This design comes from an exercise in tuning for small area and a short achievable clock period on the open sky130 flow, not from production work.
The RTL was checked by simulation tests, not by an equivalence proof against the original design.
Power is estimated from default activity; no workload was simulated.

<file path="config.mk">
export PLATFORM = sky130hd
export DESIGN_NAME = qspi_mem_responder
export DESIGN_NICKNAME = qspi_mem_responder
export VERILOG_FILES = /design/flow/design.v
export SDC_FILE = /design/flow/constraint.sdc
export NUM_CORES = 4
export LEC_CHECK = 0
export CAP_MARGIN = 20
export CORE_MARGIN = 2
export CORE_UTILIZATION = 40
export SLEW_MARGIN = 20
</file>
<file path="constraint.sdc">
create_clock -name core_clock -period 5.0 [get_ports {clk_i}]
set_input_delay 1.0000 -clock core_clock [delete_from_list [all_inputs] [get_ports {clk_i}]]
set_output_delay 1.0000 -clock core_clock [all_outputs]
set_load 0.01 [all_outputs]
</file>
<file path="design.v">
module qspi_mem_responder #(
    parameter int DEPTH        = 256,
    parameter int DUMMY_CYCLES = 6,
    parameter int SYNC_STAGES  = 2
) (
    input  logic                     clk_i,
    input  logic                     rst_i,
    input  logic                     cs_in,
    input  logic                     sck_i,
    input  logic [3:0]               sd_i,
    output logic [3:0]               sd_o,
    output logic [3:0]               sd_oen_o,
    input  logic                     bd_we_i,
    input  logic [$clog2(DEPTH)-1:0] bd_addr_i,
    input  logic [7:0]               bd_data_i
);
    localparam int NSLOT = 16;               
    localparam int NBYTE = DEPTH / NSLOT;    
    localparam int AW    = $clog2(DEPTH);
    localparam int BW    = $clog2(NBYTE);    
    localparam int PW    = AW - BW;          
    localparam logic [3:0] HDR_OP   = 4'd1;
    localparam logic [3:0] HDR_ADDR = 4'd7;
    localparam logic [3:0] HDR_LAST = 4'(7 + DUMMY_CYCLES);
    typedef enum logic [2:0] {
        ST_IDLE,
        ST_HDR,
        ST_RDATA,
        ST_WDATA,
        ST_IGNORE
    } state_t;
    logic [SYNC_STAGES-1:0]      cs_sync_reg;
    logic [SYNC_STAGES-1:0]      sck_sync_reg;
    logic [SYNC_STAGES-1:0][3:0] sd_sync_reg;
    always_ff @(posedge clk_i) begin
        if (rst_i) cs_sync_reg <= '1;
        else       cs_sync_reg <= {cs_sync_reg[SYNC_STAGES-2:0], cs_in};
        sck_sync_reg <= {sck_sync_reg[SYNC_STAGES-2:0], sck_i};
        sd_sync_reg  <= {sd_sync_reg[SYNC_STAGES-2:0], sd_i};
    end
    logic       cs_s, sck_s;
    logic [3:0] sd_s;
    assign cs_s  = cs_sync_reg[SYNC_STAGES-1];
    assign sck_s = sck_sync_reg[SYNC_STAGES-1];
    assign sd_s  = sd_sync_reg[SYNC_STAGES-1];
    logic                   sck_prev_reg;
    logic                   cs_prev_reg;
    logic [SYNC_STAGES-1:0] flush_reg;
    logic                   armed_reg;
    always_ff @(posedge clk_i) begin
        sck_prev_reg <= sck_s;
        if (rst_i) begin
            cs_prev_reg <= 1'b1;
            flush_reg   <= '0;
            armed_reg   <= 1'b0;
        end else begin
            cs_prev_reg <= cs_s;
            flush_reg   <= (flush_reg << 1) | SYNC_STAGES'(1);
            if (flush_reg[SYNC_STAGES-1] && cs_s)
                armed_reg <= 1'b1;
        end
    end
    logic sck_rise, sck_fall, cs_fall;
    assign sck_rise = sck_s & ~sck_prev_reg & ~cs_s;
    assign sck_fall = ~sck_s & sck_prev_reg & ~cs_s;
    assign cs_fall  = armed_reg & cs_prev_reg & ~cs_s;
    logic [PW-1:0] rot_reg;
    always_ff @(posedge clk_i) rot_reg <= rot_reg + PW'(1);
    state_t     state_reg;
    logic [3:0] hdr_cnt_reg;     
    logic [3:0] shift_reg;
    logic [7:0] shift_next;
    logic       is_read_reg;
    logic [AW-1:0] addr_reg;     
    logic       rd_phase_reg;    
    logic       wr_half_reg;     
    logic [3:0] wr_hi_reg;
    logic       fetch_on_reg;    
    logic       rbuf_vld_reg;    
    logic [7:0] rbuf_reg;
    logic [3:0] lo_reg;          
    assign shift_next = {shift_reg, sd_s};
    logic [PW-1:0] tap_pos;
    logic          tap_hit;
    logic [7:0]    tap_byte;
    logic          consume;
    logic          fetch;
    assign tap_pos = addr_reg[AW-1:BW] + rot_reg;
    assign tap_hit = (tap_pos == '0);
    assign consume = (state_reg == ST_RDATA) && sck_fall && !rd_phase_reg;
    assign fetch   = fetch_on_reg && tap_hit && (!rbuf_vld_reg || consume);
    logic wr_commit;
    assign wr_commit = (state_reg == ST_WDATA) && sck_rise && wr_half_reg;
    always_ff @(posedge clk_i) begin
        if (fetch)
            rbuf_reg <= tap_byte ^ {8{rot_reg[0]}};
        if (consume)
            lo_reg <= rbuf_reg[3:0];
        if (sck_rise)
            shift_reg <= shift_next[3:0];
        if (sck_rise && !wr_half_reg)
            wr_hi_reg <= sd_s;
        if ((state_reg == ST_RDATA) && sck_fall)
            sd_o <= rd_phase_reg ? lo_reg : rbuf_reg[7:4];
    end
    always_ff @(posedge clk_i) begin
        if (rst_i) begin
            state_reg <= ST_IDLE;
            sd_oen_o  <= '0;
        end else if (cs_s) begin
            state_reg <= ST_IDLE;
            sd_oen_o  <= '0;
        end else begin
            case (state_reg)
                ST_IDLE:   if (cs_fall) state_reg <= ST_HDR;
                ST_HDR: begin
                    if (sck_rise) begin
                        if (hdr_cnt_reg == HDR_OP) begin
                            if (shift_next != 8'hEB && shift_next != 8'h38)
                                state_reg <= ST_IGNORE;
                        end
                        if (hdr_cnt_reg == HDR_ADDR && !is_read_reg)
                            state_reg <= ST_WDATA;
                        if (hdr_cnt_reg == HDR_LAST)
                            state_reg <= ST_RDATA;
                    end
                end
                ST_RDATA:  if (sck_fall) sd_oen_o <= 4'hF;
                default: ;
            endcase
        end
    end
    always_ff @(posedge clk_i) begin
        if (state_reg == ST_IDLE) begin
            hdr_cnt_reg  <= '0;
            fetch_on_reg <= 1'b0;
        end else if (state_reg == ST_HDR && sck_rise) begin
            hdr_cnt_reg <= hdr_cnt_reg + 4'd1;
        end
        if (state_reg == ST_HDR && sck_rise && hdr_cnt_reg == HDR_OP)
            is_read_reg <= shift_next[0];    
        if (state_reg == ST_HDR && sck_rise && hdr_cnt_reg == HDR_ADDR) begin
            addr_reg     <= shift_next[AW-1:0];
            fetch_on_reg <= is_read_reg;
            rbuf_vld_reg <= 1'b0;
            wr_half_reg  <= 1'b0;
            rd_phase_reg <= 1'b0;
        end else begin
            if (fetch || wr_commit)
                addr_reg <= addr_reg + AW'(1);
            if (fetch)
                rbuf_vld_reg <= 1'b1;
            else if (consume)
                rbuf_vld_reg <= 1'b0;
            if (state_reg == ST_WDATA && sck_rise)
                wr_half_reg <= !wr_half_reg;
            if (state_reg == ST_RDATA && sck_fall)
                rd_phase_reg <= !rd_phase_reg;
        end
    end
    logic          wv_reg;
    logic [PW-1:0] wslot_reg;
    logic [BW-1:0] wbyte_reg;
    logic [7:0]    wdata_reg;
    always_ff @(posedge clk_i) begin
        wv_reg    <= wr_commit | bd_we_i;
        wslot_reg <= (wr_commit ? addr_reg[AW-1:BW] : bd_addr_i[AW-1:BW]) + rot_reg + PW'(2);
        wbyte_reg <= wr_commit ? addr_reg[BW-1:0] : bd_addr_i[BW-1:0];
        wdata_reg <= (wr_commit ? {wr_hi_reg, sd_s} : bd_data_i) ^ {8{rot_reg[0]}};
    end
    logic [NSLOT-1:0][NBYTE-1:0][7:0] ring_reg;
    logic [NSLOT-1:0][NBYTE-1:0][7:0] ring_next;
    logic [NSLOT-1:0] slot_sel;
    logic [NBYTE-1:0] byte_sel;
    always_comb begin
        for (int p = 0; p < NSLOT; p++)
            slot_sel[p] = wv_reg && (wslot_reg == PW'(p));
        for (int b = 0; b < NBYTE; b++)
            byte_sel[b] = (wbyte_reg == BW'(b));
        for (int p = 0; p < NSLOT; p++)
            for (int b = 0; b < NBYTE; b++)
                ring_next[p][b] = (slot_sel[p] && byte_sel[b])
                                  ? wdata_reg
                                  : ~ring_reg[(p + NSLOT - 1) % NSLOT][b];
    end
    always_ff @(posedge clk_i) ring_reg <= ring_next;
    assign tap_byte = ring_reg[0][addr_reg[BW-1:0]];
endmodule
</file>
<file path="run.sh">
#!/bin/bash
# synth_recipe.tcl (not shown) runs the flow's synth.tcl, then flattens the netlist and writes it again
# the make line also repeats each setting of config.mk as NAME=value (left out here)
make -C /OpenROAD-flow-scripts/flow DESIGN_CONFIG=/design/flow/config.mk WORK_HOME=/design/flow/orfs CLKGATE_MAP_FILE= SYNTH_SCRIPT=/design/flow/synth_recipe.tcl finish
</file>
==> results of run 1 <==
stage by stage:
step           area (um^2)  utilization, %  setup slack [ns]  cells  hold slack (ns)
6_report             74700            45.3              1.50   9368            0.328
5_1_grt              74700            45.3              1.31   9366            0.335
4_1_cts              74700            45.3              1.49   9366            0.328
3_5_place_dp         68100            41.3              1.52   9013            0.312
3_3_place_gp         68100            41.3              1.39   9012            0.312
2_1_floorplan        66300               -              1.68   7268            0.310
metal layers:
metal / vias to the layer above / track usage [%]
met4: 2 / 7.09
met3: 292 / 3.02
li1: 23400 / -
met2: 1181 / 29.4
met5: - / 0
met1: 20800 / 26.9
area by class of cell:
cell class,instances,area [um^2],area share [%]
clock inverter,62,788,1.06
timing repair buffer,88,936,1.25
inverter,11,41.3,0.0553
sequential,2131,43000,57.6
multi-input combinational,4594,21400,28.6
tap,2189,2740,3.67
antenna,2,5.00,0.00670
clock buffer,291,5770,7.73
final timing paths:
path                    from  cells past startpoint              to  slack (ns)
min           sd_sync_reg[3]                      0  sd_sync_reg[7]        0.33
min reg2reg   sd_sync_reg[3]                      0  sd_sync_reg[7]        0.33
max reg2reg  sck_sync_reg[1]                     11    wslot_reg[3]        1.50
max          sck_sync_reg[1]                     11    wslot_reg[3]        1.50
critical path, stage by stage, from the launching register on:
cell and delay [ns]:
dfxtp_1 0.38, or3b_2 0.52, inv_1 0.18, and4b_1 0.28
and2_1 0.26, mux2_2 0.37, ha_1 0.18, ha_1 0.22
fa_1 0.44, xnor2_1 0.25, xnor2_1 0.19, xnor2_1 0.15
Yosys cell counts:
library cell / number
a211oi_1: 1
a21boi_0: 1
a21o_1: 1
a21oi_1: 2046
a31oi_1: 1
and2_1: 2
and3_1: 3
and4b_1: 2
buf_1: 39
buf_2: 16
buf_4: 5
clkbuf_1: 472
dfxtp_1: 2097
edfxtp_1: 34
fa_1: 2
ha_1: 11
inv_1: 10
inv_2: 1
mux2_2: 10
mux2i_1: 11
mux4_2: 40
nand2_1: 281
nand2b_1: 7
nand3_1: 8
nand3b_1: 2
nand4_1: 2
nor2_1: 2078
nor2b_1: 2
nor3_1: 14
nor3_2: 1
nor3b_1: 2
nor4_1: 3
nor4b_1: 1
o21a_1: 2
o21ai_0: 13
o311a_1: 1
o32ai_1: 1
or2_2: 5
or3_1: 1
or3b_2: 4
xnor2_1: 28
xor2_1: 7
kinds of logic after synthesis:
logic type | Yosys count | share of synthesized area [%]
AND/OR/NAND/NOR | 2418 | 13.9
adder cells (fa/ha/maj) | 13 | 0.268
flip-flops | 2131 | 64.9
AO/OA/AOI/OAI | 2067 | 15.6
buffers and inverters | 543 | 3.13
multiplexers | 61 | 1.70
XOR/XNOR | 35 | 0.463
power by group through the flow:
stage / Clock (mW) / Combinational [mW] / Sequential (mW)
2_1_floorplan: 0 / 0.838 / 18.9
3_3_place_gp: 0 / 1.19 / 19.2
3_5_place_dp: 0 / 1.20 / 19.2
4_1_cts: 15.3 / 1.22 / 18.8
5_1_grt: 16.0 / 1.34 / 18.9
6_report: 15.1 / 1.22 / 18.8
==> flow_metrics.env, run 1 <==
export IMPL_synth_area_leaders="dfxtp_1, a21oi_1, nor2_1"
export IMPL_finalSetupTns_ns=0
export IMPL_coreArea_um2=165000
export IMPL_path_clk_slew_ns=0.07
export IMPL_wl_met2_um=72300
export IMPL_io_pins=33
export IMPL_wl_met3_um=9740
export IMPL_total_power_mw=35.1
export IMPL_p_seq_share_pct=53.6
export IMPL_hold_viol_final=0
export IMPL_fp_dieW_um=411
export IMPL_via_count=45700
export IMPL_drc=0
export IMPL_critPathArrivalTime_ns=4.24
export IMPL_insertion_delay_ns=0.82
export IMPL_yosysUniqueCellTypes=42
export IMPL_firstDrtPassIters=6
export IMPL_synthesis_area_um2=66300
export IMPL_syn_to_final_growth_pct=12.7
export IMPL_htree_levels=4
export IMPL_synth_top_area_cell="dfxtp_1"
export IMPL_cts_root_buf="clkbuf_16"
export IMPL_final_nets=7058
export IMPL_fin_crit_sh_pct=70.0
export IMPL_synth_seq_cells=2131
export IMPL_ctsResizeCount=0
export IMPL_initial_core_util_pct=40.2
export IMPL_finalSetupViolations=0
export IMPL_die_h_um=411
export IMPL_max_freq_mhz=286
export IMPL_maxCapViolations=0
export IMPL_startpoint_type="flop"
export IMPL_wl_met1_um=77700
export IMPL_grt_ovfl_total=0
export IMPL_grt_max_degree=145
export IMPL_nFillCells=15400
export IMPL_largest_reg_flops=2048
export IMPL_wl_per_cell_um=17.6
export IMPL_numCtsBuffers=194
export IMPL_skew_ns=0.0243
export IMPL_synth_warnings=1
export IMPL_outcome="finished clean"
export IMPL_cp_max_fo=5
export IMPL_routed_wl_um=165000
export IMPL_portBuffers=32
export IMPL_yosysTopAreaCellShare_pct=63.3
export IMPL_gp_congestion=0.802
export IMPL_p_int_mw=27.5
export IMPL_tritoncts="built"
export IMPL_final_common_cell="dfxtp_1"
export IMPL_grt_setup_unrepaired="no"
export IMPL_viasPerCell=4.87
export IMPL_slew_violations=0
export IMPL_grt_pass1_vias=42500
export IMPL_final_cell_mix="dfxtp_1, nor2_1, a21oi_1, nand2_1, clkbuf_16"
export IMPL_power_density_nw_per_um2=470
export IMPL_worst_slew_pin_slew_ns=1.12
export IMPL_num_rows=149
export IMPL_hold_class="flop to flop"
export IMPL_ys_seq_area_share_pct=64.9
export IMPL_ctsHoldBuffers=0
export IMPL_clock_sinks=2131
export IMPL_clock_path_buffers=3
export IMPL_dp_hpwl_um=94400
export IMPL_swShare_pct=21.8
export IMPL_syn_num_nets=7306
export IMPL_syn_inst=7268
export IMPL_ir_drop_uv=392
export IMPL_layout_drive_gt1_share_pct=6.41
export IMPL_max_slew_margin_pct=25.3
export IMPL_clkPwrFrac_pct=43.0
export IMPL_avgSynthCellArea_um2=9.12
export IMPL_comb_power_share_pct=3.5
export IMPL_grt_pass1_wl_um=252000
export IMPL_post_cts_buffers=0
export IMPL_crit_type="flop to flop"
export IMPL_fin_crit_ns=3.50
export IMPL_die_area_um2=169000
export IMPL_dr_first_iter_drc_count=4182
export IMPL_crit_required_ns=5.74
export IMPL_antenna_found_initial=3
export IMPL_ant_nets=0
export IMPL_track_usage_pct=19.1
export IMPL_critical_path_endpoint_type="flop"
export IMPL_switchingPower_mw=7.64
export IMPL_leakage_nw=32.2
export IMPL_highest_layer="met5"
==> run 2: changes to the inputs <==
--- a/design.v
+++ b/design.v
@@ -74,7 +74,6 @@
     logic [AW-1:0] addr_reg;     
     logic       rd_phase_reg;    
     logic       wr_half_reg;     
-    logic [3:0] wr_hi_reg;
     logic       fetch_on_reg;    
     logic       rbuf_vld_reg;    
     logic [7:0] rbuf_reg;
@@ -98,8 +97,6 @@
             lo_reg <= rbuf_reg[3:0];
         if (sck_rise)
             shift_reg <= shift_next[3:0];
-        if (sck_rise && !wr_half_reg)
-            wr_hi_reg <= sd_s;
         if ((state_reg == ST_RDATA) && sck_fall)
             sd_o <= rd_phase_reg ? lo_reg : rbuf_reg[7:4];
     end
@@ -158,31 +155,58 @@
                 rd_phase_reg <= !rd_phase_reg;
         end
     end
-    logic          wv_reg;
-    logic [PW-1:0] wslot_reg;
-    logic [BW-1:0] wbyte_reg;
-    logic [7:0]    wdata_reg;
-    always_ff @(posedge clk_i) begin
-        wv_reg    <= wr_commit | bd_we_i;
-        wslot_reg <= (wr_commit ? addr_reg[AW-1:BW] : bd_addr_i[AW-1:BW]) + rot_reg + PW'(2);
-        wbyte_reg <= wr_commit ? addr_reg[BW-1:0] : bd_addr_i[BW-1:0];
-        wdata_reg <= (wr_commit ? {wr_hi_reg, sd_s} : bd_data_i) ^ {8{rot_reg[0]}};
+    logic          wv_reg,    wv_n_reg;
+    logic [PW-1:0] wslot_reg, wslot_n_reg;
+    logic [BW-1:0] wbyte_reg, wbyte_n_reg;
+    logic [7:0]    wdata_n_reg;
+    logic          wv_next;
+    logic [PW-1:0] wslot_next;
+    logic [BW-1:0] wbyte_next;
+    assign wv_next    = wr_commit | bd_we_i;
+    logic          wr_bus;
+    logic [AW-1:0] waddr;
+    logic [7:0]    wdata;
+    assign wr_bus     = (state_reg == ST_WDATA);
+    assign waddr      = wr_bus ? addr_reg : bd_addr_i;
+    assign wdata      = wr_bus ? {shift_reg, sd_s} : bd_data_i;
+    assign wslot_next = waddr[AW-1:BW] + rot_reg;
+    assign wbyte_next = waddr[BW-1:0];
+    always_ff @(posedge clk_i) begin
+        wv_reg      <= wv_next;
+        wv_n_reg    <= ~wv_next;
+        wslot_reg   <= wslot_next;
+        wslot_n_reg <= ~wslot_next;
+        wbyte_reg   <= wbyte_next;
+        wbyte_n_reg <= ~wbyte_next;
+        wdata_n_reg <= ~(wdata ^ {8{rot_reg[0]}});
     end
     logic [NSLOT-1:0][NBYTE-1:0][7:0] ring_reg;
     logic [NSLOT-1:0][NBYTE-1:0][7:0] ring_next;
-    logic [NSLOT-1:0] slot_sel;
-    logic [NBYTE-1:0] byte_sel;
+    logic [NSLOT-1:0] slot_hit, slot_miss;    
+    logic [NBYTE-1:0] byte_hit, byte_miss;    
     always_comb begin
-        for (int p = 0; p < NSLOT; p++)
-            slot_sel[p] = wv_reg && (wslot_reg == PW'(p));
-        for (int b = 0; b < NBYTE; b++)
-            byte_sel[b] = (wbyte_reg == BW'(b));
-        for (int p = 0; p < NSLOT; p++)
-            for (int b = 0; b < NBYTE; b++)
-                ring_next[p][b] = (slot_sel[p] && byte_sel[b])
-                                  ? wdata_reg
-                                  : ~ring_reg[(p + NSLOT - 1) % NSLOT][b];
-    end
+        for (int p = 0; p < NSLOT; p++) begin
+            slot_hit[p]  = wv_reg && (wslot_reg == PW'(p));
+            slot_miss[p] = wv_n_reg || (wslot_n_reg != PW'(NSLOT - 1 - p));
+        end
+        for (int b = 0; b < NBYTE; b++) begin
+            byte_hit[b]  = (wbyte_reg == BW'(b));
+            byte_miss[b] = (wbyte_n_reg != BW'(NBYTE - 1 - b));
+        end
+    end
+    genvar gp, gb;
+    generate
+        for (gp = 0; gp < NSLOT; gp++) begin : g_slot
+            for (gb = 0; gb < NBYTE; gb++) begin : g_byte
+                logic sel, sel_n;
+                assign sel   = ~(slot_miss[gp] | byte_miss[gb]);
+                assign sel_n = ~(slot_hit[gp] & byte_hit[gb]);
+                assign ring_next[gp][gb] =
+                    ~((ring_reg[(gp + NSLOT - 1) % NSLOT][gb] | {8{sel}})
+                      & ({8{sel_n}} | wdata_n_reg));
+            end
+        end
+    endgenerate
     always_ff @(posedge clk_i) ring_reg <= ring_next;
-    assign tap_byte = ring_reg[0][addr_reg[BW-1:0]];
+    assign tap_byte = ring_reg[NSLOT-2][addr_reg[BW-1:0]];
 endmodule
--- a/config.mk
+++ b/config.mk
@@ -8,4 +8,6 @@
 export CAP_MARGIN = 20
 export CORE_MARGIN = 2
 export CORE_UTILIZATION = 40
+export CTS_CLUSTER_DIAMETER = 80
+export CTS_CLUSTER_SIZE = 30
 export SLEW_MARGIN = 20
==> flow_metrics.env, run 2 <==
export IMPL_outcome="finished clean"
export IMPL_max_slew_margin_pct=17.7
export IMPL_fp_dieW_um=397
export IMPL_critical_path_endpoint_type="flop"
export IMPL_gp_congestion=0.882
export IMPL_viasPerCell=5.97
export IMPL_finalSetupViolations=0
export IMPL_ctsResizeCount=0
export IMPL_synth_seq_cells=2136
export IMPL_yosysTopAreaCellShare_pct=68.4
export IMPL_switchingPower_mw=6.44
export IMPL_dpl_cell_count=7147
export IMPL_hold_viol_final=0
export IMPL_final_nets=5225
export IMPL_crit_required_ns=5.37
export IMPL_synthesis_area_um2=61700
export IMPL_nFillCells=14200
export IMPL_portBuffers=32
export IMPL_final_common_cell="dfxtp_1"
export IMPL_cp_max_fo=17
export IMPL_cts_root_buf="clkbuf_16"
export IMPL_syn_num_nets=5354
export IMPL_synth_warnings=1
export IMPL_leakage_nw=24.0
export IMPL_drc=0
export IMPL_dpl_cell_area_um2=64200
export IMPL_io_pins=33
export IMPL_p_int_mw=21.9
export IMPL_largest_reg_flops=2048
export IMPL_post_route_util_pct=43.3
export IMPL_clock_path_buffers=3
export IMPL_wl_per_cell_um=25.0
export IMPL_final_cell_mix="dfxtp_1, o22ai_1, nand2_1, nor2_1, clkbuf_16"
export IMPL_regArea_um2=43100
export IMPL_fin_crit_ns=2.92
export IMPL_avgSynthCellArea_um2=11.6
export IMPL_num_rows=144
export IMPL_coreArea_um2=154000
export IMPL_max_freq_mhz=343
export IMPL_synthArstFlopShare_pct=0
export IMPL_die_h_um=397
export IMPL_yosysUniqueCellTypes=51
export IMPL_multiInputGateArea_um2=17500
export IMPL_initial_core_util_pct=40.2
export IMPL_comb_power_share_pct=4.6
export IMPL_synth_ff_type="dfxtp_1"
export IMPL_insertion_delay_ns=0.76
export IMPL_dr_first_iter_drc_count=4517
export IMPL_antenna_found_initial=2
export IMPL_synth_top_area_cell="dfxtp_1"
export IMPL_holdWs_ns=0.339
export IMPL_finalNonFillerCells=7247
export IMPL_ir_drop_uv=280
export IMPL_via_count=43300
export IMPL_worst_slew_pin_slew_ns=1.23
export IMPL_grt_setup_unrepaired="no"
export IMPL_fin_area_um2=66400
export IMPL_path_clk_slew_ns=0.11
export IMPL_ys_seq_area_share_pct=69.8
export IMPL_synth_area_leaders="dfxtp_1, o22ai_1, nor2_1"
export IMPL_syn_to_final_growth_pct=7.68
export IMPL_grt_ovfl_total=0
export IMPL_startpoint_type="flop"
export IMPL_skew_ns=0.0389
export IMPL_die_area_um2=157000
export IMPL_layout_drive_gt1_share_pct=4.88
export IMPL_fin_crit_sh_pct=58.4
export IMPL_power_density_nw_per_um2=426
export IMPL_hold_class="flop to flop"
export IMPL_clock_sinks=2136
export IMPL_tritoncts="built"
export IMPL_dp_hpwl_um=107000
export IMPL_slew_violations=0
export IMPL_ant_nets=0
export IMPL_maxCapViolations=0
export IMPL_yosys_top_cells_count="dfxtp_1, o22ai_1, nor2_1, nand2_1, clkbuf_1"
export IMPL_grt_pass1_vias=41400
export IMPL_p_seq_share_pct=66.5
export IMPL_swShare_pct=22.8
export IMPL_diodes=0
export IMPL_firstDrtPassIters=6
export IMPL_synth_edf_count=30
export IMPL_crit_type="flop to flop"
export IMPL_grt_max_degree=147
export IMPL_post_cts_buffers=0
export IMPL_ctsHoldBuffers=0
export IMPL_synth_most_common_cell="dfxtp_1"
export IMPL_clkPwrFrac_pct=28.9
export IMPL_htree_levels=3
export IMPL_grt_pass1_wl_um=268000
export IMPL_routed_wl_um=181000
export IMPL_syn_inst=5317
export IMPL_critPathArrivalTime_ns=3.29
export IMPL_finalSetupTns_ns=0
export IMPL_numCtsBuffers=82
export IMPL_track_usage_pct=22.2
==> run 2: cell types whose count changed after synthesis, sizes merged, moves of 33 or more <==
cell | previous run | this run
a21oi | 2046 | 12
buf | 60 | 27
clkbuf | 472 | 282
nor2 | 2078 | 302
o22ai | 0 | 2049
==> run 2: path summary, 6_finish.rpt <==
path                   from             end  slack, ns  cells after the start
max          cs_sync_reg[1]     addr_reg[0]       2.08                      3
min          sd_sync_reg[0]  sd_sync_reg[4]       0.34                      0
max reg2reg  cs_sync_reg[1]     addr_reg[0]       2.08                      3
min reg2reg  sd_sync_reg[0]  sd_sync_reg[4]       0.34                      0
==> run 2: cell families after synthesis <==
family          synth area share, %
simple gates                   4.49
buf+inv                        2.07
compound gates                 21.0
fa+ha+maj                     0.268
mux                            1.82
xor+xnor                      0.511
flops                          69.8
==> run 2: final cells by class <==
type                       count  area share [%]
sequential                  2136            64.9
multi-input combinational   2854            26.3
tap                         2044            3.85
clock buffer                  93            3.26
timing repair buffer          96            1.48
clock inverter                 6           0.117
inverter                      18           0.102
==> run 2: per-layer routing <==
metal  GRT usage (%)  share of wire (%)
met1            30.3                 44
met4            8.39                4.0
met5               0             0.0061
met3            4.05                7.2
met2            35.0                 45
==> run 2: power by group through the flow <==
| stage | Sequential [mW] | Clock, mW | Combinational [mW] |
|---|---|---|---|
| 6_report | 18.8 | 8.17 | 1.30 |
| 2_1_floorplan | 18.9 | 0 | 0.848 |
| 3_5_place_dp | 19.2 | 0 | 1.26 |
| 4_1_cts | 18.8 | 8.28 | 1.28 |
| 3_3_place_gp | 19.2 | 0 | 1.25 |
| 5_1_grt | 18.9 | 8.83 | 1.40 |
==> run 2: critical path: stages (launching register included) <==
cell,delay [ns]
dfxtp_1,0.42
nor3b_2,0.70
nand4_1,0.74
o211ai_1,0.69
==> run 2: metrics by stage <==
stage               total power [mW]  setup slack [ns]
finish                          28.3              2.08
global route                    29.1              1.87
CTS                             28.4              2.11
floorplan                       19.7              2.71
global placement                20.5              2.13
detailed placement              20.5              2.16
==> run 3: changes to the inputs <==
--- a/design.v
+++ b/design.v
@@ -79,13 +79,12 @@
     logic [7:0] rbuf_reg;
     logic [3:0] lo_reg;          
     assign shift_next = {shift_reg, sd_s};
-    logic [PW-1:0] tap_pos;
+    logic [PW-1:0] tap_pos_reg;   
     logic          tap_hit;
     logic [7:0]    tap_byte;
     logic          consume;
     logic          fetch;
-    assign tap_pos = addr_reg[AW-1:BW] + rot_reg;
-    assign tap_hit = (tap_pos == '0);
+    assign tap_hit = (tap_pos_reg == '0);
     assign consume = (state_reg == ST_RDATA) && sck_fall && !rd_phase_reg;
     assign fetch   = fetch_on_reg && tap_hit && (!rbuf_vld_reg || consume);
     logic wr_commit;
@@ -138,6 +137,7 @@
             is_read_reg <= shift_next[0];    
         if (state_reg == ST_HDR && sck_rise && hdr_cnt_reg == HDR_ADDR) begin
             addr_reg     <= shift_next[AW-1:0];
+            tap_pos_reg  <= shift_next[AW-1:BW] + rot_reg + PW'(1);
             fetch_on_reg <= is_read_reg;
             rbuf_vld_reg <= 1'b0;
             wr_half_reg  <= 1'b0;
@@ -145,6 +145,8 @@
         end else begin
             if (fetch || wr_commit)
                 addr_reg <= addr_reg + AW'(1);
+            tap_pos_reg <= tap_pos_reg + {{(PW-1){1'b0}}, 1'b1}
+                           + {{(PW-1){1'b0}}, fetch && (addr_reg[BW-1:0] == '1)};
             if (fetch)
                 rbuf_vld_reg <= 1'b1;
             else if (consume)
@@ -155,45 +157,41 @@
                 rd_phase_reg <= !rd_phase_reg;
         end
     end
-    logic          wv_reg,    wv_n_reg;
-    logic [PW-1:0] wslot_reg, wslot_n_reg;
-    logic [BW-1:0] wbyte_reg, wbyte_n_reg;
-    logic [7:0]    wdata_n_reg;
-    logic          wv_next;
-    logic [PW-1:0] wslot_next;
-    logic [BW-1:0] wbyte_next;
-    assign wv_next    = wr_commit | bd_we_i;
-    logic          wr_bus;
-    logic [AW-1:0] waddr;
-    logic [7:0]    wdata;
-    assign wr_bus     = (state_reg == ST_WDATA);
-    assign waddr      = wr_bus ? addr_reg : bd_addr_i;
-    assign wdata      = wr_bus ? {shift_reg, sd_s} : bd_data_i;
-    assign wslot_next = waddr[AW-1:BW] + rot_reg;
-    assign wbyte_next = waddr[BW-1:0];
-    always_ff @(posedge clk_i) begin
-        wv_reg      <= wv_next;
-        wv_n_reg    <= ~wv_next;
-        wslot_reg   <= wslot_next;
-        wslot_n_reg <= ~wslot_next;
-        wbyte_reg   <= wbyte_next;
-        wbyte_n_reg <= ~wbyte_next;
-        wdata_n_reg <= ~(wdata ^ {8{rot_reg[0]}});
+    logic          wa_v_reg;
+    logic [AW-1:0] wa_addr_reg;
+    logic [7:0]    wa_data_reg;
+    always_ff @(posedge clk_i) begin
+        wa_v_reg <= wr_commit | bd_we_i;
+        if (state_reg == ST_WDATA) begin
+            wa_addr_reg <= addr_reg;
+            wa_data_reg <= {shift_reg, sd_s};
+        end else begin
+            wa_addr_reg <= bd_addr_i;
+            wa_data_reg <= bd_data_i;
+        end
+    end
+    logic [PW-1:0]    wslot;
+    logic [NSLOT-1:0] slot_hit, slot_miss;    
+    logic [NBYTE-1:0] byte_hit, byte_miss;    
+    logic [7:0]       wdata_n_reg;
+    logic [NSLOT-1:0] slot_hit_next;
+    logic [NBYTE-1:0] byte_hit_next;
+    assign wslot = wa_addr_reg[AW-1:BW] + rot_reg;
+    always_comb begin
+        for (int p = 0; p < NSLOT; p++)
+            slot_hit_next[p] = wa_v_reg && (wslot == PW'(p));
+        for (int b = 0; b < NBYTE; b++)
+            byte_hit_next[b] = (wa_addr_reg[BW-1:0] == BW'(b));
+    end
+    always_ff @(posedge clk_i) begin
+        slot_hit    <= slot_hit_next;
+        slot_miss   <= ~slot_hit_next;
+        byte_hit    <= byte_hit_next;
+        byte_miss   <= ~byte_hit_next;
+        wdata_n_reg <= ~(wa_data_reg ^ {8{rot_reg[0]}});
     end
     logic [NSLOT-1:0][NBYTE-1:0][7:0] ring_reg;
     logic [NSLOT-1:0][NBYTE-1:0][7:0] ring_next;
-    logic [NSLOT-1:0] slot_hit, slot_miss;    
-    logic [NBYTE-1:0] byte_hit, byte_miss;    
-    always_comb begin
-        for (int p = 0; p < NSLOT; p++) begin
-            slot_hit[p]  = wv_reg && (wslot_reg == PW'(p));
-            slot_miss[p] = wv_n_reg || (wslot_n_reg != PW'(NSLOT - 1 - p));
-        end
-        for (int b = 0; b < NBYTE; b++) begin
-            byte_hit[b]  = (wbyte_reg == BW'(b));
-            byte_miss[b] = (wbyte_n_reg != BW'(NBYTE - 1 - b));
-        end
-    end
     genvar gp, gb;
     generate
         for (gp = 0; gp < NSLOT; gp++) begin : g_slot
--- a/config.mk
+++ b/config.mk
@@ -8,6 +8,7 @@
 export CAP_MARGIN = 20
 export CORE_MARGIN = 2
 export CORE_UTILIZATION = 40
-export CTS_CLUSTER_DIAMETER = 80
-export CTS_CLUSTER_SIZE = 30
+export CTS_CLUSTER_DIAMETER = 70
+export CTS_CLUSTER_SIZE = 26
+export SETUP_SLACK_MARGIN = 2.6
 export SLEW_MARGIN = 20
==> flow_metrics.env, run 3 <==
export IMPL_power_density_nw_per_um2=440
export IMPL_die_area_um2=161000
export IMPL_crit_buf_inv=1
export IMPL_viasPerCell=5.92
export IMPL_holdWs_ns=0.333
export IMPL_worst_slew_pin_slew_ns=1.22
export IMPL_yosysTopAreaCellShare_pct=68.7
export IMPL_synth_compound_area_share_pct=20.5
export IMPL_grt_ovfl_total=0
export IMPL_synthesis_area_um2=63300
export IMPL_nFillCells=14300
export IMPL_htree_levels=3
export IMPL_final_common_cell="dfxtp_1"
export IMPL_coreArea_um2=157000
export IMPL_num_rows=145
export IMPL_cts_root_buf="clkbuf_16"
export IMPL_finalSetupTns_ns=0
export IMPL_p_seq_share_pct=63.9
export IMPL_leakage_nw=24.8
export IMPL_antenna_found_initial=6
export IMPL_initial_core_util_pct=40.4
export IMPL_critPathArrivalTime_ns=1.35
export IMPL_cp_slowest_stage_delay_ns=0.41
export IMPL_swShare_pct=22.8
export IMPL_wl_per_cell_um=24.7
export IMPL_grt_max_degree=138
export IMPL_firstDrtPassIters=6
export IMPL_comb_power_share_pct=3.7
export IMPL_ant_nets=0
export IMPL_cp_max_fo=1
export IMPL_synth_seq_cells=2203
export IMPL_fp_dieW_um=402
export IMPL_startpoint_type="flop"
export IMPL_outcome="finished clean"
export IMPL_avgSynthCellArea_um2=11.6
export IMPL_synth_top_area_cell="dfxtp_1"
export IMPL_clock_path_buffers=3
export IMPL_largest_reg_flops=2048
export IMPL_ys_seq_area_share_pct=70.2
export IMPL_yosys_area_share_simple_pct=4.10
export IMPL_syn_to_final_growth_pct=8.24
export IMPL_routed_wl_um=182000
export IMPL_finalNonFillerCells=7375
export IMPL_syn_inst=5445
export IMPL_hold_viol_final=0
export IMPL_insertion_delay_ns=0.78
export IMPL_synthArstFlopShare_pct=0
export IMPL_worst_slack_ns=2.65
export IMPL_fin_area_um2=68500
export IMPL_synth_warnings=1
export IMPL_synth_area_leaders="dfxtp_1, o22ai_1, clkbuf_1"
export IMPL_p_int_mw=23.3
export IMPL_layout_drive_gt1_share_pct=5.30
export IMPL_clock_sinks=2203
export IMPL_synth_fa_ha_area_share_pct=0.301
export IMPL_synth_edf_count=30
export IMPL_numCtsBuffers=103
export IMPL_dpl_cell_area_um2=65300
export IMPL_yosys_top_cells_count="dfxtp_1, o22ai_1, clkbuf_1, nand2_1, nor2_1"
export IMPL_dpl_cell_count=7207
export IMPL_wl_met3_um=13300
export IMPL_cp_slowest_cell="edfxtp_1"
export IMPL_track_usage_pct=21.7
export IMPL_hold_class="flop to flop"
export IMPL_syn_num_nets=5484
export IMPL_diodes=0
export IMPL_path_clk_slew_ns=0.09
export IMPL_dp_hpwl_um=104000
export IMPL_clkPwrFrac_pct=32.5
export IMPL_tritoncts="built"
export IMPL_via_count=43600
export IMPL_io_pins=33
export IMPL_max_slew_margin_pct=19.0
export IMPL_regArea_um2=44500
export IMPL_grt_pass1_wl_um=270000
export IMPL_muxShareOfSynthArea_pct=1.86
export IMPL_crit_required_ns=4.00
export IMPL_portBuffers=32
export IMPL_drc=0
export IMPL_wl_met2_um=81300
export IMPL_post_route_util_pct=43.7
export IMPL_fin_crit_ns=2.35
export IMPL_cp_top_family="flip-flops"
export IMPL_critical_path_endpoint_type="primary output"
export IMPL_dr_first_iter_drc_count=4293
export IMPL_final_cell_mix="dfxtp_1, o22ai_1, nand2_1, nor2_1, clkbuf_16"
export IMPL_synth_xor_area_share_pct=0.526
export IMPL_yosysUniqueCellTypes=53
export IMPL_ir_drop_uv=330
export IMPL_slew_violations=0
export IMPL_finalSetupViolations=0
export IMPL_gp_congestion=0.857
export IMPL_total_power_mw=30.1
export IMPL_fin_crit_sh_pct=47.1
export IMPL_skew_ns=0.0346
export IMPL_maxCapViolations=0
export IMPL_grt_setup_unrepaired="yes"
export IMPL_crit_type="flop to primary output"
export IMPL_switchingPower_mw=6.86
export IMPL_final_nets=5297
export IMPL_grt_pass1_vias=42100
export IMPL_max_freq_mhz=425
export IMPL_die_h_um=402
export IMPL_synth_ff_type="dfxtp_1"
export IMPL_multiInputGateArea_um2=17300
export IMPL_synth_most_common_cell="dfxtp_1"
export IMPL_highest_layer="met4"
export IMPL_pre_cts_ws_ns=1.97
export IMPL_synth_top_family_by_area="compound AO/OA/AOI/OAI gates"
export IMPL_wl_met1_um=80600
export IMPL_cp_cell_sequence="buf_2"
run 3: cell count changes after synthesis, sizes merged, moves of 6 or more:
cell / before / now
nor3: 15 / 2
inv: 18 / 25
nand3: 17 / 11
dfxtp: 2106 / 2173
nand2: 291 / 307
mux2i: 14 / 1
buf: 27 / 43
mux2: 7 / 19
o21ai: 3 / 11
clkbuf: 282 / 329
run 3: path summary, 6_finish.rpt:
kind	start	end	slack [ns]	depth (start not counted)
worst min register to register	sd_sync_reg[3]	sd_sync_reg[7]	0.33	0
worst min-delay path	sd_sync_reg[3]	sd_sync_reg[7]	0.33	0
worst max-delay path	sd_o[2]	sd_o[2]	2.65	1
worst max register to register	addr_reg[0]	rbuf_reg[2]	2.68	4
run 3: power by group through the flow:
| stage | registers (mW) | logic, mW | clock network (mW) |
|---|---|---|---|
| floorplan | 19.3 | 0.781 | 0 |
| global placement | 19.6 | 1.07 | 0 |
| detailed placement | 19.6 | 1.08 | 0 |
| CTS | 19.2 | 1.09 | 9.89 |
| global route | 19.3 | 1.19 | 10.5 |
| finish | 19.2 | 1.11 | 9.78 |
run 3: kinds of logic after synthesis:
logic type / after synthesis
buffers and inverters: 397
DFF: 2203
and+or+nand+nor: 656
AOI/OAI and AO/OA: 2077
muxes: 60
xor gates and xnor gates: 38
adders and majority gates: 14
run 3: final cells by class:
type,count,share of cell area (%)
Multi-Input combinational cell,2845,25.3
Sequential cell,2203,64.9
Timing Repair Buffer,80,1.25
Clock buffer,122,4.02
Inverter,25,0.137
Tap cell,2058,3.76
Clock inverter,42,0.654
run 3: timing repair:
item / CTS / global route
pin swaps: 1 / 1
buffers inserted: 3 / 1
hold endpoints to repair: 0 / 0
hold buffers: 0 / 0
gates resized for setup: 39 / 4
endpoints found under the setup margin: 48 / 18
run 3: per-layer routing:
| layer | GRT usage (%) | up-vias |
|---|---|---|
| met5 | 0 | - |
| met4 | 8.04 | 0 |
| met3 | 3.64 | 358 |
| met2 | 34.1 | 1695 |
| met1 | 30.0 | 21300 |
| li1 | - | 20300 |
==> run 4: changes to the inputs <==
--- a/config.mk
+++ b/config.mk
@@ -10,5 +10,5 @@
 export CORE_UTILIZATION = 40
 export CTS_CLUSTER_DIAMETER = 70
 export CTS_CLUSTER_SIZE = 26
-export SETUP_SLACK_MARGIN = 2.6
+export SETUP_SLACK_MARGIN = 3.3
 export SLEW_MARGIN = 20
==> flow_metrics.env, run 4 <==
export IMPL_dpl_cell_count=7208
export IMPL_fin_area_um2=69500
export IMPL_critical_path_endpoint_type="primary output"
export IMPL_routed_wl_um=192000
export IMPL_final_common_cell="dfxtp_1"
export IMPL_fp_dieW_um=402
export IMPL_synth_seq_cells=2203
export IMPL_antenna_found_initial=2
export IMPL_cts_root_buf="clkbuf_16"
export IMPL_post_route_util_pct=44.4
export IMPL_synth_area_leaders="dfxtp_1, o22ai_1, clkbuf_1"
export IMPL_die_area_um2=161000
export IMPL_finalSetupViolations=0
export IMPL_hold_viol_final=0
export IMPL_synth_warnings=1
export IMPL_yosysTopAreaCellShare_pct=68.7
export IMPL_pre_cts_ws_ns=2.07
export IMPL_die_h_um=402
export IMPL_fin_crit_sh_pct=46.1
export IMPL_critPathArrivalTime_ns=1.30
export IMPL_worst_slack_ns=2.70
export IMPL_path_clk_slew_ns=0.10
export IMPL_synthesis_area_um2=63300
export IMPL_whs_path_depth=0
export IMPL_crit_required_ns=4.00
export IMPL_outcome="finished clean"
export IMPL_gp_congestion=0.882
export IMPL_via_count=44100
export IMPL_ctsHoldBuffers=0
export IMPL_avgSynthCellArea_um2=11.6
export IMPL_yosys_top_cells_count="dfxtp_1, o22ai_1, clkbuf_1, nand2_1, nor2_1"
export IMPL_drc=0
export IMPL_ir_drop_uv=268
export IMPL_viasPerCell=5.97
export IMPL_finalSetupTns_ns=0
export IMPL_cp_top_family="flip-flops"
export IMPL_tritoncts="built"
export IMPL_grt_ovfl_total=0
export IMPL_layout_drive_gt1_share_pct=7.17
export IMPL_max_slew_margin_pct=32.3
export IMPL_power_density_nw_per_um2=431
export IMPL_cp_max_fo=1
export IMPL_yosysUniqueCellTypes=53
export IMPL_clock_path_buffers=3
export IMPL_track_usage_pct=22.6
export IMPL_grt_pass1_wl_um=278000
export IMPL_crit_type="flop to primary output"
export IMPL_htree_levels=3
export IMPL_synth_ff_type="dfxtp_1"
export IMPL_worst_slew_pin_slew_ns=1.02
export IMPL_ant_nets=0
export IMPL_synth_most_common_cell="dfxtp_1"
export IMPL_dpl_cell_area_um2=65300
export IMPL_largest_reg_flops=2048
export IMPL_slew_violations=0
export IMPL_firstDrtPassIters=6
export IMPL_fin_crit_ns=2.30
export IMPL_cp_slowest_cell="edfxtp_1"
export IMPL_final_nets=5344
export IMPL_synth_edf_count=30
export IMPL_leakage_nw=25.1
export IMPL_coreArea_um2=157000
export IMPL_synth_top_area_cell="dfxtp_1"
export IMPL_io_pins=33
export IMPL_maxCapViolations=0
export IMPL_syn_to_final_growth_pct=9.84
export IMPL_crit_cells=1
export IMPL_startpoint_type="flop"
export IMPL_syn_num_nets=5484
export IMPL_synthArstFlopShare_pct=0
export IMPL_crit_buf_inv=1
export IMPL_portBuffers=32
export IMPL_max_freq_mhz=434
export IMPL_finalNonFillerCells=7399
export IMPL_initial_core_util_pct=40.4
export IMPL_cp_cell_sequence="buf_2"
export IMPL_insertion_delay_ns=0.75
export IMPL_grt_setup_unrepaired="yes"
export IMPL_clock_sinks=2203
export IMPL_num_rows=145
export IMPL_dp_hpwl_um=105000
export IMPL_syn_inst=5445
export IMPL_final_cell_mix="dfxtp_1, o22ai_1, nand2_1, nor2_1, clkbuf_16"
export IMPL_grt_pass1_vias=42200
export IMPL_grt_max_degree=152
export IMPL_cp_slowest_stage_delay_ns=0.40
export IMPL_skew_ns=0.0358
export IMPL_numCtsBuffers=100
export IMPL_wl_per_cell_um=25.9
export IMPL_dr_first_iter_drc_count=4440
export IMPL_hold_class="flop to flop"
export IMPL_ys_seq_area_share_pct=70.2
export IMPL_rr_worst_depth=6
[run 4: cell count changes in the layout (fill, tap and decap cells not counted), sizes merged]
cell | previous run | this run
clkinv | 15 | 10
clkbuf | 122 | 115
bufbuf | 0 | 4
diode | 0 | 2
and3 | 6 | 7
clkinvlp | 8 | 2
bufinv | 3 | 5
buf | 56 | 99
inv | 41 | 31
[run 4: final timing paths]
| check | startpoint | to | slack (ns) |
|---|---|---|---|
| worst max-delay path | sd_o[0] | sd_o[0] | 2.70 |
| worst min-delay path | sd_sync_reg[3] | sd_sync_reg[7] | 0.33 |
| worst max register to register | addr_reg[0] | rbuf_reg[6] | 2.84 |
| worst min register to register | sd_sync_reg[3] | sd_sync_reg[7] | 0.33 |
[run 4: area by class of cell]
type | instances | area (um^2)
Tap cell | 2058 | 2570
Fill cell | 14200 | 87100
Antenna cell | 2 | 5.00
Inverter | 25 | 96.3
Clock buffer | 113 | 2640
Sequential cell | 2203 | 44500
Timing Repair Buffer | 129 | 1730
Multi-Input combinational cell | 2846 | 17600
Clock inverter | 23 | 339
[run 4: through the flow]
stage	total power [mW]	hold slack, ns
floorplan	20.1	0.310
global placement	20.7	0.315
detailed placement	20.7	0.313
CTS	30.0	0.336
global route	30.9	0.343
finish	30.0	0.335
[run 4: where the power goes]
part           leakage [nW]  total (mW)  switching (mW)  internal [mW]
clock network          1.45        9.53            5.44           4.08
registers              19.8        19.2           0.576           18.7
logic                  3.89        1.23           0.769          0.457
total                  25.1        30.0            6.79           23.2
[run 4: timing repair]
item | CTS | global route
gates cloned | 6 | 3
pin swaps | 15 | 29
gates resized for setup | 126 | 54
setup endpoints to repair | 1639 | 144
setup buffers | 30 | 14
[run 4: cells by family after synthesis]
logic type / count (synthesis) / share of synthesized area (%)
XOR/XNOR: 38 / 0.526
AND/OR/NAND/NOR: 656 / 4.10
adder cells (fa/ha/maj): 14 / 0.301
buffers and inverters: 397 / 2.52
flip-flops: 2203 / 70.2
AO/OA/AOI/OAI: 2077 / 20.5
multiplexers: 60 / 1.86
[run 4: metal layers]
metal | track usage, % | vias up | wire [um]
li1 | - | 20400 | -
met1 | 31.6 | 21600 | 85100
met2 | 35.5 | 1815 | 85300
met3 | 3.68 | 334 | 14500
met4 | 7.66 | 0 | 7030
met5 | 0 | - | 0
==> run 5: changes to the inputs <==
--- a/config.mk
+++ b/config.mk
@@ -7,8 +7,9 @@
 export LEC_CHECK = 0
 export CAP_MARGIN = 20
 export CORE_MARGIN = 2
-export CORE_UTILIZATION = 40
+export CORE_UTILIZATION = 65
 export CTS_CLUSTER_DIAMETER = 70
 export CTS_CLUSTER_SIZE = 26
+export PLACE_DENSITY = 0.72
 export SETUP_SLACK_MARGIN = 3.3
 export SLEW_MARGIN = 20
==> flow_metrics.env, run 5 <==
export IMPL_outcome="finished clean"
export IMPL_total_power_mw=29.7
export IMPL_ir_drop_uv=340
export IMPL_path_clk_slew_ns=0.09
export IMPL_tritoncts="built"
export IMPL_final_common_cell="dfxtp_1"
export IMPL_htree_levels=3
export IMPL_final_nets=5347
export IMPL_crit_buf_inv=1
export IMPL_whs_path_depth=0
export IMPL_synth_ff_type="dfxtp_1"
export IMPL_syn_num_nets=5484
export IMPL_regToRegEndpoint="rbuf_reg[2]"
export IMPL_synth_warnings=1
export IMPL_post_route_util_pct=70.8
export IMPL_hold_class="flop to flop"
export IMPL_ctsHoldBuffers=0
export IMPL_fin_crit_sh_pct=45.0
export IMPL_ant_nets=0
export IMPL_cp_cell_sequence="buf_2"
export IMPL_coreArea_um2=96600
export IMPL_synth_edf_count=30
export IMPL_synth_most_common_cell="dfxtp_1"
export IMPL_firstDrtPassIters=6
export IMPL_crit_type="flop to primary output"
export IMPL_initial_core_util_pct=65.5
export IMPL_syn_to_final_growth_pct=8.08
export IMPL_grt_setup_unrepaired="yes"
export IMPL_rr_worst_depth=6
export IMPL_yosys_top_cells_count="dfxtp_1, o22ai_1, clkbuf_1, nand2_1, nor2_1"
export IMPL_cp_max_fo=1
export IMPL_cp_slowest_cell="edfxtp_1"
export IMPL_worst_slew_pin_slew_ns=1.04
export IMPL_routed_wl_um=180000
export IMPL_startpoint_type="flop"
export IMPL_slew_violations=0
export IMPL_syn_inst=5445
export IMPL_via_count=44800
export IMPL_synthArstFlopShare_pct=0
export IMPL_insertion_delay_ns=0.73
export IMPL_track_usage_pct=35.0
export IMPL_avgSynthCellArea_um2=11.6
export IMPL_viasPerCell=6.76
export IMPL_r2r_start="addr_reg[0]"
export IMPL_ys_seq_area_share_pct=70.2
export IMPL_final_cell_mix="dfxtp_1, o22ai_1, nand2_1, nor2_1, clkbuf_16"
export IMPL_worstHoldStart="sd_sync_reg[0]"
export IMPL_skew_ns=0.0380
export IMPL_portBuffers=32
export IMPL_fin_crit_ns=2.25
export IMPL_dr_first_iter_drc_count=5400
export IMPL_max_freq_mhz=445
export IMPL_numCtsBuffers=100
export IMPL_fp_dieW_um=316
export IMPL_clock_path_buffers=3
export IMPL_maxCapViolations=0
export IMPL_layout_drive_gt1_share_pct=7.11
export IMPL_die_h_um=316
export IMPL_critPathArrivalTime_ns=1.25
export IMPL_finalSetupTns_ns=0
export IMPL_io_pins=33
export IMPL_grt_pass1_vias=42300
export IMPL_yosysUniqueCellTypes=53
export IMPL_dp_hpwl_um=101000
export IMPL_crit_required_ns=4.00
export IMPL_cts_root_buf="clkbuf_16"
export IMPL_r2r_slack_ns=2.78
export IMPL_drc=0
export IMPL_gp_congestion=0.951
export IMPL_clock_sinks=2203
export IMPL_yosysTopAreaCellShare_pct=68.7
export IMPL_leakage_nw=25.1
export IMPL_power_density_nw_per_um2=435
export IMPL_cp_top_family="flip-flops"
export IMPL_synthesis_area_um2=63300
export IMPL_largest_reg_flops=2048
export IMPL_die_area_um2=99900
export IMPL_num_rows=114
export IMPL_grt_ovfl_total=0
export IMPL_hold_viol_final=0
export IMPL_synth_top_area_cell="dfxtp_1"
export IMPL_holdPathEnd="sd_sync_reg[4]"
export IMPL_finalSetupViolations=0
export IMPL_synth_seq_cells=2203
export IMPL_grt_max_degree=138
export IMPL_critical_path_endpoint_type="primary output"
export IMPL_wl_per_cell_um=27.2
export IMPL_grt_pass1_wl_um=265000
export IMPL_synth_area_leaders="dfxtp_1, o22ai_1, clkbuf_1"
export IMPL_antenna_found_initial=7
export IMPL_max_slew_margin_pct=30.3
export IMPL_cp_slowest_stage_delay_ns=0.38
==> run 5: cell types whose count changed in the layout (fill, tap and decap cells not counted), sizes merged <==
cell | before | now
bufbuf | 4 | 1
clkinv | 10 | 9
inv | 31 | 38
clkbuf | 115 | 110
buf | 99 | 106
diode | 2 | 8
clkinvlp | 2 | 1
bufinv | 5 | 3
==> run 5: how the worst max path moves through the flow <==
| stage | from | end | cells after the start | slack [ns] |
|---|---|---|---|---|
| global route | sd_o[2] | sd_o[2] | 1 | 2.71 |
| finish | sd_o[2] | sd_o[2] | 1 | 2.75 |
| CTS | sd_o[2] | sd_o[2] | 1 | 2.71 |
| floorplan | addr_reg[0] | rbuf_reg[0] | 5 | 3.00 |
| detailed placement | addr_reg[0] | rbuf_reg[2] | 4 | 2.51 |
| global placement | addr_reg[0] | rbuf_reg[2] | 4 | 2.54 |
==> run 5: metal layers <==
layer | vias up | global-route usage [%] | wire length [um]
met1 | 21500 | 47.6 | 72700
met4 | 4 | 15.7 | 8640
met2 | 2447 | 54.4 | 80800
met5 | - | 0 | 34
met3 | 468 | 7.26 | 18300
li1 | 20400 | - | -
==> run 5: per-stage QoR <==
stage,cell area (um^2),std cells,worst slack (ns),hold WS [ns]
after floorplan,63300,5445,3.00,0.310
after global placement,64300,6426,2.54,0.310
after detailed placement,64300,6426,2.51,0.312
after CTS,67900,6602,2.71,0.334
after global routing,68400,6617,2.71,0.344
final,68400,6625,2.75,0.335
==> run 5: kinds of logic (layout without fill, tap and decap cells) <==
kind of cell / count (synthesis) / count (layout) / synth area share [%]
fa+ha+maj: 14 / 14 / 0.301
buf+inv: 397 / 292 / 2.52
mux: 60 / 60 / 1.86
compound gates: 2077 / 2077 / 20.5
xor+xnor: 38 / 38 / 0.526
other cells: 0 / 8 / 0
flops: 2203 / 2203 / 70.2
simple gates: 656 / 657 / 4.10
==> run 5: cell type report <==
type | instances | area (um^2)
Sequential cell | 2203 | 44500
Fill cell | 6654 | 28200
Multi-Input combinational cell | 2846 | 17600
Clock buffer | 109 | 2610
Timing Repair Buffer | 132 | 1650
Tap cell | 1276 | 1600
Clock inverter | 26 | 328
Inverter | 25 | 98.8
Antenna cell | 8 | 20.0
==> run 5: power breakdown <==
part           total (mW)  switching (mW)  internal (mW)
Sequential           19.2           0.563           18.7
Combinational        1.17           0.737          0.436
Clock                9.33            5.36           3.97
Total                29.7            6.66           23.1
==> run 5: repair_timing <==
action	CTS	global route
pin swaps	12	25
endpoints found under the setup margin	1109	189
buffers inserted	34	13
hold endpoints to repair	0	0
gates resized for setup	116	45
cloned	7	2
==> run 6: changes to the inputs <==
--- a/design.v
+++ b/design.v
@@ -77,7 +77,9 @@
     logic       fetch_on_reg;    
     logic       rbuf_vld_reg;    
     logic [7:0] rbuf_reg;
-    logic [3:0] lo_reg;          
+    logic [7:0] cur_reg;         
+    logic [7:0] cur_next;
+    logic       rd_phase_next;
     assign shift_next = {shift_reg, sd_s};
     logic [PW-1:0] tap_pos_reg;   
     logic          tap_hit;
@@ -87,17 +89,24 @@
     assign tap_hit = (tap_pos_reg == '0);
     assign consume = (state_reg == ST_RDATA) && sck_fall && !rd_phase_reg;
     assign fetch   = fetch_on_reg && tap_hit && (!rbuf_vld_reg || consume);
+    assign cur_next = consume ? rbuf_reg : cur_reg;
+    always_comb begin
+        rd_phase_next = rd_phase_reg;
+        if (state_reg == ST_HDR && sck_rise && hdr_cnt_reg == HDR_ADDR)
+            rd_phase_next = 1'b0;
+        else if (state_reg == ST_RDATA && sck_fall)
+            rd_phase_next = !rd_phase_reg;
+    end
+    always_ff @(posedge clk_i) rd_phase_reg <= rd_phase_next;
     logic wr_commit;
     assign wr_commit = (state_reg == ST_WDATA) && sck_rise && wr_half_reg;
     always_ff @(posedge clk_i) begin
         if (fetch)
             rbuf_reg <= tap_byte ^ {8{rot_reg[0]}};
-        if (consume)
-            lo_reg <= rbuf_reg[3:0];
+        cur_reg <= cur_next;
         if (sck_rise)
             shift_reg <= shift_next[3:0];
-        if ((state_reg == ST_RDATA) && sck_fall)
-            sd_o <= rd_phase_reg ? lo_reg : rbuf_reg[7:4];
+        sd_o <= rd_phase_next ? cur_next[7:4] : cur_next[3:0];
     end
     always_ff @(posedge clk_i) begin
         if (rst_i) begin
@@ -141,7 +150,6 @@
             fetch_on_reg <= is_read_reg;
             rbuf_vld_reg <= 1'b0;
             wr_half_reg  <= 1'b0;
-            rd_phase_reg <= 1'b0;
         end else begin
             if (fetch || wr_commit)
                 addr_reg <= addr_reg + AW'(1);
@@ -153,8 +161,6 @@
                 rbuf_vld_reg <= 1'b0;
             if (state_reg == ST_WDATA && sck_rise)
                 wr_half_reg <= !wr_half_reg;
-            if (state_reg == ST_RDATA && sck_fall)
-                rd_phase_reg <= !rd_phase_reg;
         end
     end
     logic          wa_v_reg;
==> flow_metrics.env, run 6 <==
export IMPL_outcome="finished clean"
export IMPL_cp_max_fo=2
export IMPL_crit_cells=11
export IMPL_yosysUniqueCellTypes=51
export IMPL_grt_pass1_vias=42000
export IMPL_layout_drive_gt1_share_pct=7.52
export IMPL_startpoint_type="flop"
export IMPL_final_cell_mix="dfxtp_1, o22ai_1, nand2_1, nor2_1, clkbuf_16"
export IMPL_r2r_slack_ns=2.58
export IMPL_synthesis_area_um2=63500
export IMPL_clock_sinks=2207
export IMPL_ant_nets=0
export IMPL_skew_ns=0.0266
export IMPL_initial_core_util_pct=65.6
export IMPL_final_common_cell="dfxtp_1"
export IMPL_cts_root_buf="clkbuf_16"
export IMPL_firstDrtPassIters=8
export IMPL_power_density_nw_per_um2=430
export IMPL_grt_ovfl_total=0
export IMPL_rr_worst_depth=11
export IMPL_r2r_start="state_reg[2]"
export IMPL_portBuffers=32
export IMPL_whs_path_depth=0
export IMPL_crit_type="flop to flop"
export IMPL_cp_slowest_stage_delay_ns=0.54
export IMPL_insertion_delay_ns=0.72
export IMPL_synth_warnings=1
export IMPL_critPathArrivalTime_ns=3.02
export IMPL_syn_to_final_growth_pct=8.61
export IMPL_crit_required_ns=5.61
export IMPL_max_slew_margin_pct=39.3
export IMPL_worst_slew_pin_slew_ns=0.910
export IMPL_htree_levels=3
export IMPL_finalSetupTns_ns=0
export IMPL_yosys_top_cells_count="dfxtp_1, o22ai_1, clkbuf_1, nand2_1, nor2_1"
export IMPL_hold_viol_final=0
export IMPL_path_common_cell="ha_4"
export IMPL_dp_hpwl_um=100000
export IMPL_ir_drop_uv=331
export IMPL_max_freq_mhz=414
export IMPL_hold_class="flop to flop"
export IMPL_via_count=45300
export IMPL_dpl_cell_area_um2=64500
export IMPL_slew_violations=0
export IMPL_synthArstFlopShare_pct=0
export IMPL_io_pins=33
export IMPL_maxCapViolations=0
export IMPL_nFillCells=6684
export IMPL_synth_ff_type="dfxtp_1"
export IMPL_finalSetupViolations=0
export IMPL_fin_crit_ns=2.42
export IMPL_leakage_nw=25.4
export IMPL_grt_pass1_wl_um=267000
export IMPL_ys_seq_area_share_pct=70.0
export IMPL_worstHoldStart="sd_sync_reg[1]"
export IMPL_synth_area_leaders="dfxtp_1, o22ai_1, clkbuf_1"
export IMPL_wl_per_cell_um=27.6
export IMPL_coreArea_um2=96700
export IMPL_critical_path_endpoint_type="flop"
export IMPL_num_rows=114
export IMPL_drc=0
export IMPL_synth_seq_cells=2207
export IMPL_antenna_found_initial=10
export IMPL_synth_top_area_cell="dfxtp_1"
export IMPL_track_usage_pct=35.4
export IMPL_clock_path_buffers=3
export IMPL_yosysTopAreaCellShare_pct=68.9
export IMPL_final_nets=5399
export IMPL_avgSynthCellArea_um2=11.6
export IMPL_synth_edf_count=22
export IMPL_cp_slowest_cell="or4b_4"
export IMPL_largest_reg_flops=2048
export IMPL_grt_setup_unrepaired="yes"
export IMPL_multiInputGateArea_um2=17800
export IMPL_regArea_um2=44500
export IMPL_synth_most_common_cell="dfxtp_1"
export IMPL_cp_cell_sequence="or4b_4 -> nor3_4 -> ha_4 -> nand2b_4 -> and3_4 -> nand2_4 -> ha_4 -> nand3b_1 -> xor2_1 -> nand2_1 -> o31a_1"
export IMPL_fin_area_um2=68900
export IMPL_routed_wl_um=184000
export IMPL_die_h_um=316
export IMPL_path_clk_slew_ns=0.10
export IMPL_syn_num_nets=5527
export IMPL_gp_congestion=0.923
export IMPL_fp_dieW_um=316
export IMPL_numCtsBuffers=98
export IMPL_tritoncts="built"
export IMPL_die_area_um2=100000
export IMPL_crit_buf_inv=0
export IMPL_viasPerCell=6.80
export IMPL_grt_max_degree=134
export IMPL_dr_first_iter_drc_count=5601
export IMPL_syn_inst=5487
export IMPL_fin_crit_sh_pct=48.3
export IMPL_cp_top_family="simple AND/OR/NAND/NOR gates"
export IMPL_crit_start="state_reg[2]"
## run 6: cell types whose count changed in the layout (fill, tap and decap cells not counted), sizes merged, moves of 8 or more
cell    before   now
nor2       297   278
nand3       11    29
edfxtp      30    22
dfxtp     2173  2185
nand2      307   321
nor3         2    21
buf        106   121
## run 6: area by class of cell
| class | instances | area share, % |
|---|---|---|
| Clock inverter | 16 | 0.321 |
| Multi-Input combinational cell | 2873 | 25.9 |
| Inverter | 28 | 0.152 |
| Sequential cell | 2207 | 64.6 |
| Tap cell | 1276 | 2.32 |
| Antenna cell | 5 | 0.0182 |
| Clock buffer | 109 | 3.77 |
| Timing Repair Buffer | 151 | 2.98 |
## run 6: cells by family (layout without fill, tap and decap cells)
family	after synthesis	count (layout)	share of synthesized area, %
AOI/OAI and AO/OA	2073	2073	20.4
xor gates and xnor gates	37	37	0.511
adders and majority gates	15	15	0.319
buffers and inverters	407	304	2.54
DFF	2207	2207	70.0
muxes	56	56	1.82
other	0	5	0
and+or+nand+nor	692	692	4.42
## run 6: power breakdown
group / internal [mW] / switching [mW] / total [mW]
combinational: 0.459 / 0.769 / 1.23
sequential: 18.7 / 0.559 / 19.2
clock: 3.91 / 5.26 / 9.17
## run 6: worst paths after layout
kind / endpoint
max: tap_pos_reg[3]
min: sd_sync_reg[5]
max reg2reg: tap_pos_reg[3]
min reg2reg: sd_sync_reg[5]
## run 6: timing repair
item                       in CTS  in global routing
pin swaps                      17                 18
cloned                          8                  3
buffers inserted               38                 19
gates resized for setup       141                 55
setup endpoints to repair    1180                345
hold buffers                    0                  0
## run 6: routing by layer
metal / track usage, % / share of wire, % / vias to the layer above
li1: - / - / 20500
met1: 49.4 / 41 / 21700
met2: 52.7 / 43 / 2541
met3: 7.91 / 11 / 562
met4: 16.5 / 5.4 / 18
met5: 0 / 0.072 / -
## run 6: through the flow
step                setup WS [ns]  hold WS, ns  cells  power, mW  utilization, %
global route                 2.49        0.344   6660       30.4            71.3
detailed placement           2.17        0.315   6467       20.7            66.7
global placement             2.17        0.313   6467       20.7            66.7
finish                       2.58        0.336   6665       29.6            71.3
CTS                          2.58        0.338   6638       29.5            70.8
floorplan                    2.49        0.310   5487       20.1               -

afterwards: timing with drivers on the ports:
The results above use ideal ports. As a check the final layouts listed here were re-extracted and re-timed, cells and wires unchanged. Step 1: set_driving_cell puts a clkbuf_16 on clk_i and a buf_2 on each other input, an assumption about the parent block. Step 2, shift: input delay + t, output delay - t, t = (earliest + latest rising clock arrival at the registers) / 2. This alone moves slack from input paths to output paths. a / b / c = ideal ports / drivers / drivers and shift; a / b = the first two.
run | t (ns) | setup WS [ns] | hold slack, ns
run 1 | 0.882 | 1.498 / 1.498 / 1.498 | 0.328 / 0.328 / 0.328
run 2 | 0.817 | 2.082 / 2.082 / 2.082 | 0.339 / 0.339 / 0.339
run 3 | 0.851 | 2.646 / 2.563 / 2.681 | 0.333 / 0.333 / 0.333
run 4 | 0.822 | 2.695 / 2.614 / 2.830 | 0.335 / 0.335 / 0.335
run 5 | 0.783 | 2.752 / 2.682 / 2.651 | 0.335 / 0.335 / 0.335
run 6 | 0.779 | 2.585 / 2.585 / 2.585 | 0.336 / 0.336 / 0.336
After both steps every run listed still meets setup and hold. The setup slack of run 5, which loses most, moves by -0.070 ns with the drivers and by -0.101 ns with both steps.
